From an optimization exercise on the open Yosys and OpenROAD flow, aimed at small area, a short achievable clock period and few clock cycles per item; shortcuts taken in it are not production practice. Function was checked by simulation only, so behaviour that the tests miss may differ from the original.

// sw_top
module sw_top #(
    parameter int NUM_REF   = 64,
    parameter int NUM_QUERY = 32
)
(
    input  logic                             clk,
    input  logic                             reset,
    input  logic                             valid_i,
    input  logic [1:0]                       data_ref_i,
    input  logic [1:0]                       data_query_i,
    output logic                             finish_o,
    output logic signed [7:0]                max_o,
    output logic [$clog2(NUM_REF + 1)-1:0]   pos_ref_o,
    output logic [$clog2(NUM_QUERY + 1)-1:0] pos_query_o
);
For scale: ~520 flip-flops, ~29 I/O pins.
==> flow/config.mk <==
export PLATFORM = sky130hd
export DESIGN_NAME = sw_top
export DESIGN_NICKNAME = sw_top
export VERILOG_FILES = /design/flow/design.v
export SDC_FILE = /design/flow/constraint.sdc
export NUM_CORES = 4
export LEC_CHECK = 0
export CAP_MARGIN = 20
export CORE_MARGIN = 2
export CORE_UTILIZATION = 75
export CTS_BUF_LIST = sky130_fd_sc_hd__clkbuf_16
export CTS_CLUSTER_DIAMETER = 80
export CTS_CLUSTER_SIZE = 24
export SLEW_MARGIN = 20
==> flow/constraint.sdc <==
create_clock -name core_clock -period 55.0 [get_ports {clk}]
set_input_delay 11.0000 -clock core_clock [delete_from_list [all_inputs] [get_ports {clk}]]
set_output_delay 11.0000 -clock core_clock [all_outputs]
set_load 0.01 [all_outputs]
standard.sh (not shown) runs the stock make flow with config.mk's settings and CLKGATE_MAP_FILE= SYNTH_SCRIPT=/design/flow/synth_recipe.tcl, a recipe that flattens the netlist after the stock synthesis.
==> flow/flow/run.sh <==
#!/bin/bash
# Layout flow: the standard flow (standard.sh) with these changes:
#  - the registers that drive output ports get the x4 drive strength of
#    their cell (same cell type and name), see upsize_out.py;
#  - the port buffers are sky130_fd_sc_hd__buf_4.
# Registers, their names and cell types are those of the standard synthesis.
# Each tool's output goes to a log file in the work folder.
set -euo pipefail
W=$(pwd)
SCR=$W/orfs_scripts
rm -rf "$SCR"
mkdir -p "$SCR"
cp -r "$FLOW_HOME/scripts/." "$SCR/"
cp "$W/flow/abc_area.script" "$SCR/abc_area.script"

KNOBS=(SCRIPTS_DIR="$SCR" ABC_AREA=1 ADDER_MAP_FILE= SYNTH_OPERATIONS_ARGS=-nofsm
       "BUFFER_PORTS_ARGS=-buffer_cell sky130_fd_sc_hd__buf_4")

bash standard.sh "${KNOBS[@]}" synth > "$W/synth.log" 2>&1
NET=$W/orfs/results/$FLOW_PLATFORM/sw_top/base/1_2_yosys.v
python3 "$W/flow/upsize_out.py" "$NET" > "$W/upsize.log" 2>&1
bash standard.sh "${KNOBS[@]}" finish > "$W/layout.log" 2>&1
==> flow/flow/abc_area.script <==
strash
&get -n
&st
&deepsyn -T 300
&dch -f
&nf -R 1000
&put
topo
==> flow/flow/upsize_out.py <==
#!/usr/bin/env python3
"""Give the flip-flops that drive the output ports (the result registers and
finish_o) the x4 drive strength of their cell type, in the synthesised
netlist. Names and cell types stay as they are."""
import re, sys

path = sys.argv[1]
src = open(path).read()
pat = re.compile(r"sky130_fd_sc_hd__(dfxtp|dfrtp)_1(\s+\\u_(?:tracker\.(?:max_o|pos_ref_o|pos_query_o)|ctrl\.finish_o)[\[$])")
src, n = pat.subn(r"sky130_fd_sc_hd__\1_4\2", src)
print(f"upsized {n} output registers")
open(path, "w").write(src)
Testbench counts at the start, summed over its fixed seeds: cycles 30,720, items 320.
Change:
--- a/flow/design.v
+++ b/flow/design.v
@@ -81,13 +81,13 @@
     begin
         ref_o   <= ref_i;
         query_q <= query_cur;
         h_q     <= h_reg[HW-1:0];
         b_q     <= b_new;
         i_o     <= i_top;
-        d_q     <= d_top;
+        d_q     <= ref_valid_i && d_top;
     end
 endmodule
 module sw_pe_first (
     input  logic       clk,
     input  logic       reset,
     input  logic [1:0] query_i,      
@@ -159,13 +159,13 @@
     always_ff @(posedge clk)
     begin
         ref_o   <= ref_i;
         query_q <= query_cur;
         m1_q    <= h_left_i[1];
         h_q     <= ref_valid_i ? h_new : 3'd0;
-        d_q     <= d_top;
+        d_q     <= ref_valid_i && d_top;
     end
 endmodule
 `timescale 1ns/1ps
 module sw_array #(
     parameter int NUM_QUERY = 32
 )
@@ -349,12 +349,17 @@
             end
         end
     end
     logic [6:0]       g_diag;
     logic [REF_W-1:0] pr_diag;
     logic [QRY_W-1:0] pq_diag;
+    logic [2:0]       last_over;
+    logic             last_wins;
+    assign last_over = h_last_i[2:0] - gmax[2:0] - 3'd1;    
+    assign last_wins = last_i && gt7(h_last_i, gmax)
+                       && (!tb[LEVELS][0] || (last_over > {1'b0, ta[LEVELS][0]}));
     always_comb
     begin
         g_diag  = gmax;
         pr_diag = pos_ref_o;
         pq_diag = pos_query_o;
         if (tb[LEVELS][0])
@@ -374,26 +379,26 @@
             pos_ref_o   <= '0;
             pos_query_o <= '0;
         end
         else
         begin
             diag <= diag + 1'b1;
-            if (last_i && gt7(h_last_i, g_diag))
+            if (last_wins)
             begin
                 gmax        <= h_last_i;
                 pos_ref_o   <= REF_W'(NUM_REF);
                 pos_query_o <= QRY_W'(NUM_QUERY);
             end
             else
             begin
                 gmax        <= g_diag;
                 pos_ref_o   <= pr_diag;
                 pos_query_o <= pq_diag;
             end
             if (last_i)
-                max_o <= (gt7(h_last_i, g_diag)) ? {1'b0, h_last_i} : {1'b0, g_diag};
+                max_o <= last_wins ? {1'b0, h_last_i} : {1'b0, g_diag};
         end
     end
 endmodule
 `timescale 1ns/1ps
 module sw_top #(
     parameter int NUM_REF   = 64,
What happened:
- The changed run produced a clean layout
- global-route usage came out lower by 0.92 points
- die area is about the same
- clock skew rose by 0.014 ns
- synthesized area is about the same
- utilization is about the same
- non-clock buffer count goes down by 3
- clock-buffer cell count rose by 1
- critical path depth is lower by 40
- sequential share of layout area stays flat
- design area is about the same
Testbench counts after the change, summed over its fixed seeds: cycles 30,720, items 320.

========
== violet ==
The RTL this note starts from:
==> flow/design.v <==
package sw_pkg;
    localparam int SCORE_W = 8;
    localparam logic signed [SCORE_W-1:0] MATCH      = 8'sd2;
    localparam logic signed [SCORE_W-1:0] MISMATCH   = -8'sd1;
    localparam logic signed [SCORE_W-1:0] GAP_OPEN   = -8'sd2;   
    localparam logic signed [SCORE_W-1:0] GAP_EXTEND = -8'sd1;   
endpackage
`timescale 1ns/1ps
module sw_pe #(
    parameter int HW = 7             
)
(
    input  logic       clk,
    input  logic       reset,
    input  logic [1:0] query_i,      
    input  logic [1:0] ref_i,
    input  logic       ref_valid_i,
    input  logic [6:0] h_left_i,     
    input  logic       i_left_i,     
    output logic [1:0] ref_o,
    output logic       ref_valid_o,
    output logic [6:0] h_o,          
    output logic [6:0] h_next_o,     
    output logic       i_o           
);
    logic [HW-1:0] h_q;
    logic [1:0]    query_q;
    logic [1:0]    query_cur;
    logic [2:0]    b_q;              
    logic          d_q;              
    logic          first;
    logic          match;
    logic signed [3:0] x, y, ss, dd;
    logic              i_top, d_top;
    logic        [2:0] best;
    logic        [3:0] u;
    logic              up, dn, neg;
    logic        [3:0] hi;
    logic        [6:0] h_new;
    logic        [2:0] b_new;
    assign h_o = 7'(h_q);
    assign first     = ref_valid_i && !ref_valid_o;
    assign query_cur = first ? query_i : query_q;
    assign match     = (ref_i == query_cur);
    assign x  = h_left_i[3:0] - h_o[3:0];
    assign y  = x + {3'b0, i_left_i};
    assign ss = (match ? 4'sd6 : 4'sd3) - $signed({1'b0, b_q});
    assign dd = {3'b0, d_q};
    assign i_top = (y >= ss) && (y >= dd);
    assign d_top = (dd >= ss) && (dd >= y);
    assign best  = i_top ? y[2:0] : (d_top ? dd[2:0] : ss[2:0]);
    assign u     = {1'b0, h_o[2:0]} + {1'b0, best};
    assign up    = (u >= 4'd10);
    assign dn    = (u < 4'd2);
    assign hi    = up ? h_o[6:3] + 4'd1 : (dn ? h_o[6:3] - 4'd1 : h_o[6:3]);
    assign neg   = dn && (h_o[6:3] == 4'd0);
    assign h_new = neg ? 7'd0 : {hi, u[2:0] - 3'd2};
    assign b_new = h_new[2:0] - h_left_i[2:0] + 3'd2;
    assign h_next_o = h_new;
    always_ff @(posedge clk or posedge reset)
    begin
        if (reset)
            ref_valid_o <= 1'b0;
        else
            ref_valid_o <= ref_valid_i;
    end
    always_ff @(posedge clk)
    begin
        ref_o   <= ref_i;
        query_q <= query_cur;
        if (ref_valid_i)
        begin
            h_q <= h_new[HW-1:0];
            b_q <= b_new;
            i_o <= i_top;
            d_q <= d_top;
        end
        else
        begin
            h_q <= '0;
            b_q <= 3'd2;
            i_o <= 1'b0;
            d_q <= 1'b0;
        end
    end
endmodule
`timescale 1ns/1ps
module sw_array #(
    parameter int NUM_QUERY = 32
)
(
    input  logic                   clk,
    input  logic                   reset,
    input  logic [1:0]             data_query_i,
    input  logic [1:0]             data_ref_i,
    input  logic                   ref_valid_i,
    output logic [7*NUM_QUERY-1:0] h_all_o,        
    output logic [6:0]             h_last_next_o,  
    output logic [NUM_QUERY-1:0]   cell_valid_o
);
    logic [1:0] ref_chain [NUM_QUERY+1];
    logic       vld_chain [NUM_QUERY+1];
    logic [6:0] h_chain   [NUM_QUERY+1];
    logic       i_chain   [NUM_QUERY+1];
    assign ref_chain[0] = data_ref_i;
    assign vld_chain[0] = ref_valid_i;
    assign h_chain[0]   = '0;
    assign i_chain[0]   = 1'b0;
    logic [6:0] h_next [NUM_QUERY];
    for (genvar k = 0; k < NUM_QUERY; k++)
    begin : g_cell
        sw_pe #(
            .HW ($clog2(2 * (k + 1) + 1))
        ) u_pe (
            .clk         (clk),
            .reset       (reset),
            .query_i     (data_query_i),
            .ref_i       (ref_chain[k]),
            .ref_valid_i (vld_chain[k]),
            .h_left_i    (h_chain[k]),
            .i_left_i    (i_chain[k]),
            .ref_o       (ref_chain[k+1]),
            .ref_valid_o (vld_chain[k+1]),
            .h_o         (h_chain[k+1]),
            .h_next_o    (h_next[k]),
            .i_o         (i_chain[k+1])
        );
        assign h_all_o[7*k +: 7] = h_chain[k+1];
        if (k == NUM_QUERY - 1)
        begin : g_last
            assign h_last_next_o = h_next[k];
        end
        assign cell_valid_o[k]   = vld_chain[k+1];
    end
endmodule
`timescale 1ns/1ps
module sw_ctrl #(
    parameter int NUM_REF   = 64,
    parameter int NUM_QUERY = 32
)
(
    input  logic       clk,
    input  logic       reset,
    input  logic       valid_i,
    input  logic [1:0] data_ref_i,
    input  logic [1:0] data_query_i,
    input  logic       first_valid_i,    
    input  logic       last_valid_i,     
    input  logic       last_prev_i,      
    output logic       valid_o,
    output logic [1:0] ref_o,
    output logic [1:0] query_o,
    output logic       clear_o,
    output logic       last_cell_o,      
    output logic       finish_o
);
    always_ff @(posedge clk or posedge reset)
    begin
        if (reset)
        begin
            valid_o  <= 1'b0;
            finish_o <= 1'b0;
        end
        else
        begin
            valid_o  <= valid_i;
            finish_o <= last_cell_o;
        end
    end
    always_ff @(posedge clk)
    begin
        ref_o   <= data_ref_i;
        query_o <= data_query_i;
    end
    assign last_cell_o = last_valid_i && !last_prev_i;
    assign clear_o = valid_o && !first_valid_i;
endmodule
`timescale 1ns/1ps
module sw_max_tracker #(
    parameter int NUM_REF   = 64,
    parameter int NUM_QUERY = 32
)
(
    input  logic                                 clk,
    input  logic                                 clear_i,
    input  logic [7*NUM_QUERY-1:0]               h_all_i,    
    input  logic                                 last_i,     
    input  logic [6:0]                           h_last_i,
    output logic signed [7:0]                    max_o,
    output logic [$clog2(NUM_REF + 1)-1:0]       pos_ref_o,
    output logic [$clog2(NUM_QUERY + 1)-1:0]     pos_query_o
);
    localparam int DIAG_W = $clog2(NUM_REF + NUM_QUERY + 1);
    localparam int REF_W  = $clog2(NUM_REF + 1);
    localparam int QRY_W  = $clog2(NUM_QUERY + 1);
    localparam int IDX_W  = $clog2(NUM_QUERY);
    localparam int LEVELS = $clog2(NUM_QUERY);
    logic [DIAG_W-1:0] diag;     
    logic [6:0]        gmax;
    function automatic gt7(input [6:0] x, input [6:0] y);
        reg c;
        integer k;
        begin
            c = 1'b0;
            for (k = 0; k < 7; k = k + 1)
                c = (x[k] & ~y[k]) | (c & (x[k] | ~y[k]));
            gt7 = c;
        end
    endfunction
    logic             tb [LEVELS+1][NUM_QUERY];    
    logic [1:0]       ta [LEVELS+1][NUM_QUERY];    
    logic [IDX_W-1:0] ti [LEVELS+1][NUM_QUERY];
    logic             take_r;
    always_comb
    begin
        for (int k = 0; k < NUM_QUERY; k++)
        begin
            tb[0][k] = gt7(h_all_i[7*k +: 7], gmax);
            ta[0][k] = h_all_i[7*k +: 2] + ~gmax[1:0];
            ti[0][k] = IDX_W'(k);
        end
        for (int l = 0; l < LEVELS; l++)
        begin
            for (int k = 0; k < (NUM_QUERY >> (l + 1)); k++)
            begin
                take_r = tb[l][2*k+1] && (!tb[l][2*k] || (ta[l][2*k+1] > ta[l][2*k]));
                tb[l+1][k] = tb[l][2*k] || tb[l][2*k+1];
                ta[l+1][k] = take_r ? ta[l][2*k+1] : ta[l][2*k];
                ti[l+1][k] = take_r ? ti[l][2*k+1] : ti[l][2*k];
            end
            for (int k = (NUM_QUERY >> (l + 1)); k < NUM_QUERY; k++)
            begin
                tb[l+1][k] = 1'b0;
                ta[l+1][k] = '0;
                ti[l+1][k] = '0;
            end
        end
    end
    logic [6:0]       g_diag;
    logic [REF_W-1:0] pr_diag;
    logic [QRY_W-1:0] pq_diag;
    always_comb
    begin
        g_diag  = gmax;
        pr_diag = pos_ref_o;
        pq_diag = pos_query_o;
        if (tb[LEVELS][0])
        begin
            g_diag  = gmax + {5'd0, ta[LEVELS][0]} + 7'd1;
            pr_diag = REF_W'(diag - DIAG_W'(ti[LEVELS][0]) - DIAG_W'(1));
            pq_diag = QRY_W'(ti[LEVELS][0]) + QRY_W'(1);
        end
    end
    always_ff @(posedge clk)
    begin
        if (clear_i)
        begin
            diag        <= DIAG_W'(2);
            gmax        <= '0;
            max_o       <= '0;
            pos_ref_o   <= '0;
            pos_query_o <= '0;
        end
        else
        begin
            diag <= diag + 1'b1;
            if (last_i && gt7(h_last_i, g_diag))
            begin
                gmax        <= h_last_i;
                pos_ref_o   <= REF_W'(NUM_REF);
                pos_query_o <= QRY_W'(NUM_QUERY);
            end
            else
            begin
                gmax        <= g_diag;
                pos_ref_o   <= pr_diag;
                pos_query_o <= pq_diag;
            end
            if (last_i)
                max_o <= (gt7(h_last_i, g_diag)) ? {1'b0, h_last_i} : {1'b0, g_diag};
        end
    end
endmodule
`timescale 1ns/1ps
module sw_top #(
    parameter int NUM_REF   = 64,
    parameter int NUM_QUERY = 32
)
(
    input  logic                             clk,
    input  logic                             reset,
    input  logic                             valid_i,
    input  logic [1:0]                       data_ref_i,
    input  logic [1:0]                       data_query_i,
    output logic                             finish_o,
    output logic signed [7:0]                max_o,
    output logic [$clog2(NUM_REF + 1)-1:0]   pos_ref_o,
    output logic [$clog2(NUM_QUERY + 1)-1:0] pos_query_o
);
    logic                   valid_q;
    logic [1:0]             ref_q;
    logic [1:0]             query_q;
    logic                   clear;
    logic [7*NUM_QUERY-1:0] h_all;
    logic [NUM_QUERY-1:0]   cell_valid;
    logic [6:0]             h_last_next;
    logic                   last_cell;
    sw_ctrl #(
        .NUM_REF   (NUM_REF),
        .NUM_QUERY (NUM_QUERY)
    ) u_ctrl (
        .clk           (clk),
        .reset         (reset),
        .valid_i       (valid_i),
        .data_ref_i    (data_ref_i),
        .data_query_i  (data_query_i),
        .first_valid_i (cell_valid[0]),
        .last_valid_i  (cell_valid[NUM_QUERY-2]),
        .last_prev_i   (cell_valid[NUM_QUERY-3]),
        .valid_o       (valid_q),
        .ref_o         (ref_q),
        .query_o       (query_q),
        .clear_o       (clear),
        .last_cell_o   (last_cell),
        .finish_o      (finish_o)
    );
    sw_array #(
        .NUM_QUERY (NUM_QUERY)
    ) u_array (
        .clk          (clk),
        .reset        (reset),
        .data_query_i (query_q),
        .data_ref_i   (ref_q),
        .ref_valid_i  (valid_q),
        .h_all_o      (h_all),
        .h_last_next_o (h_last_next),
        .cell_valid_o (cell_valid)
    );
    sw_max_tracker #(
        .NUM_REF   (NUM_REF),
        .NUM_QUERY (NUM_QUERY)
    ) u_tracker (
        .clk         (clk),
        .clear_i     (clear),
        .h_all_i     (h_all),
        .last_i      (last_cell),
        .h_last_i    (h_last_next),
        .max_o       (max_o),
        .pos_ref_o   (pos_ref_o),
        .pos_query_o (pos_query_o)
    );
endmodule
==> flow/config.mk <==
export PLATFORM = sky130hd
export DESIGN_NAME = sw_top
export DESIGN_NICKNAME = sw_top
export VERILOG_FILES = /design/flow/design.v
export SDC_FILE = /design/flow/constraint.sdc
export NUM_CORES = 4
export LEC_CHECK = 0
export CAP_MARGIN = 20
export CORE_MARGIN = 2
export CORE_UTILIZATION = 40
export SLEW_MARGIN = 20
==> flow/constraint.sdc <==
create_clock -name core_clock -period 55.0 [get_ports {clk}]
set_input_delay 11.0000 -clock core_clock [delete_from_list [all_inputs] [get_ports {clk}]]
set_output_delay 11.0000 -clock core_clock [all_outputs]
set_load 0.01 [all_outputs]
==> flow/flow/run.sh <==
#!/bin/bash
# Layout flow: the standard flow (standard.sh), with an area-oriented
# technology mapping in synthesis and plain buffers on the ports.
#  - arithmetic is left to ABC: no Kogge-Stone carry map and no separate
#    half/full adder extraction;
#  - the port buffers are sky130_fd_sc_hd__buf_4.
# Registers, their names and cell types are those of the standard synthesis.
set -euo pipefail
W=$(pwd)
SCR=$W/orfs_scripts
rm -rf "$SCR"
mkdir -p "$SCR"
cp -r "$FLOW_HOME/scripts/." "$SCR/"
cp "$W/flow/abc_area.script" "$SCR/abc_area.script"

KNOBS=(SCRIPTS_DIR="$SCR" ABC_AREA=1 ADDER_MAP_FILE= SYNTH_OPERATIONS_ARGS=-nofsm
       "BUFFER_PORTS_ARGS=-buffer_cell sky130_fd_sc_hd__buf_4")

bash standard.sh "${KNOBS[@]}" synth > "$W/synth.log" 2>&1
bash standard.sh "${KNOBS[@]}" finish > "$W/layout.log" 2>&1
==> flow/flow/abc_area.script <==
&get -n
&st
&dch -f
&nf -R 1000
&put
topo
violet: full flow OK, the timing, design-rule and antenna checks passed
Testbench counts of violet, summed over its fixed seeds: cycles 30,720, items 320.
Inputs modified between violet and quartz:
diff --git a/flow/design.v b/flow/design.v
--- a/flow/design.v
+++ b/flow/design.v
@@ -34,12 +34,13 @@
     logic              i_top, d_top;
     logic        [2:0] best;
     logic        [3:0] u;
     logic              up, dn, neg;
     logic        [3:0] hi;
     logic        [6:0] h_new;
+    logic        [6:0] h_reg;
     logic        [2:0] b_new;
     assign h_o = 7'(h_q);
     assign first     = ref_valid_i && !ref_valid_o;
     assign query_cur = first ? query_i : query_q;
     assign match     = (ref_i == query_cur);
     assign x  = h_left_i[3:0] - h_o[3:0];
@@ -52,39 +53,30 @@
     assign u     = {1'b0, h_o[2:0]} + {1'b0, best};
     assign up    = (u >= 4'd10);
     assign dn    = (u < 4'd2);
     assign hi    = up ? h_o[6:3] + 4'd1 : (dn ? h_o[6:3] - 4'd1 : h_o[6:3]);
     assign neg   = dn && (h_o[6:3] == 4'd0);
     assign h_new = neg ? 7'd0 : {hi, u[2:0] - 3'd2};
-    assign b_new = h_new[2:0] - h_left_i[2:0] + 3'd2;
+    assign h_reg = ref_valid_i ? h_new : 7'd0;
+    assign b_new = h_reg[2:0] - h_left_i[2:0] + 3'd2;
     assign h_next_o = h_new;
     always_ff @(posedge clk or posedge reset)
     begin
         if (reset)
             ref_valid_o <= 1'b0;
         else
             ref_valid_o <= ref_valid_i;
     end
     always_ff @(posedge clk)
     begin
         ref_o   <= ref_i;
         query_q <= query_cur;
-        if (ref_valid_i)
-        begin
-            h_q <= h_new[HW-1:0];
-            b_q <= b_new;
-            i_o <= i_top;
-            d_q <= d_top;
-        end
-        else
-        begin
-            h_q <= '0;
-            b_q <= 3'd2;
-            i_o <= 1'b0;
-            d_q <= 1'b0;
-        end
+        h_q     <= h_reg[HW-1:0];
+        b_q     <= b_new;
+        i_o     <= i_top;
+        d_q     <= d_top;
     end
 endmodule
 `timescale 1ns/1ps
 module sw_array #(
     parameter int NUM_QUERY = 32
 )
[summary]
- On area after synthesis, the lower figure sits with quartz, not violet.
- [compare] base=violet new=quartz: count of inserted tapcells now sits lower; number of antenna cells inserted shrank by 1; floorplan die height fell by 3.6 microns; register fraction of the total cell area shows an increase of 0.57 points.
- Share of the clock period used by the worst path ends up lower on quartz.
Testbench counts of quartz, summed over its fixed seeds: cycles 30,720, items 320.

port drivers added, routing unchanged:
The results above use ideal ports. As a check the final layouts listed here were re-extracted and re-timed, cells and wires unchanged. Step 1 (the two cells are an assumption about what drives the block):
set clk [get_ports {clk}]
set_driving_cell -lib_cell sky130_fd_sc_hd__clkbuf_16 $clk
set_driving_cell -lib_cell sky130_fd_sc_hd__buf_2 [delete_from_list [all_inputs] $clk]
Step 2 also shifts input and output timing later by t, the mid clock arrival at the registers, as if the neighbouring blocks saw the same clock. Slacks: ideal ports / drivers / drivers and shift; pairs: ideal ports / drivers.
run	t, ns	slack for setup (ns)	hold WS [ns]	worst setup path after step 2
the first run of note 1	0.687	42.622 / 42.622 / 42.622	0.351 / 0.351 / 0.351	register to register
the second run of note 1	0.676	42.868 / 42.809 / 43.260	0.364 / 0.364 / 0.364	input, reset recovery
violet	0.703	42.641 / 42.574 / 42.770	0.358 / 0.358 / 0.358	register to register
quartz	0.700	42.757 / 42.690 / 43.334	0.362 / 0.362 / 0.362	input, reset recovery
After both steps setup and hold are still met in every run listed. Setup slack includes reset recovery checks.
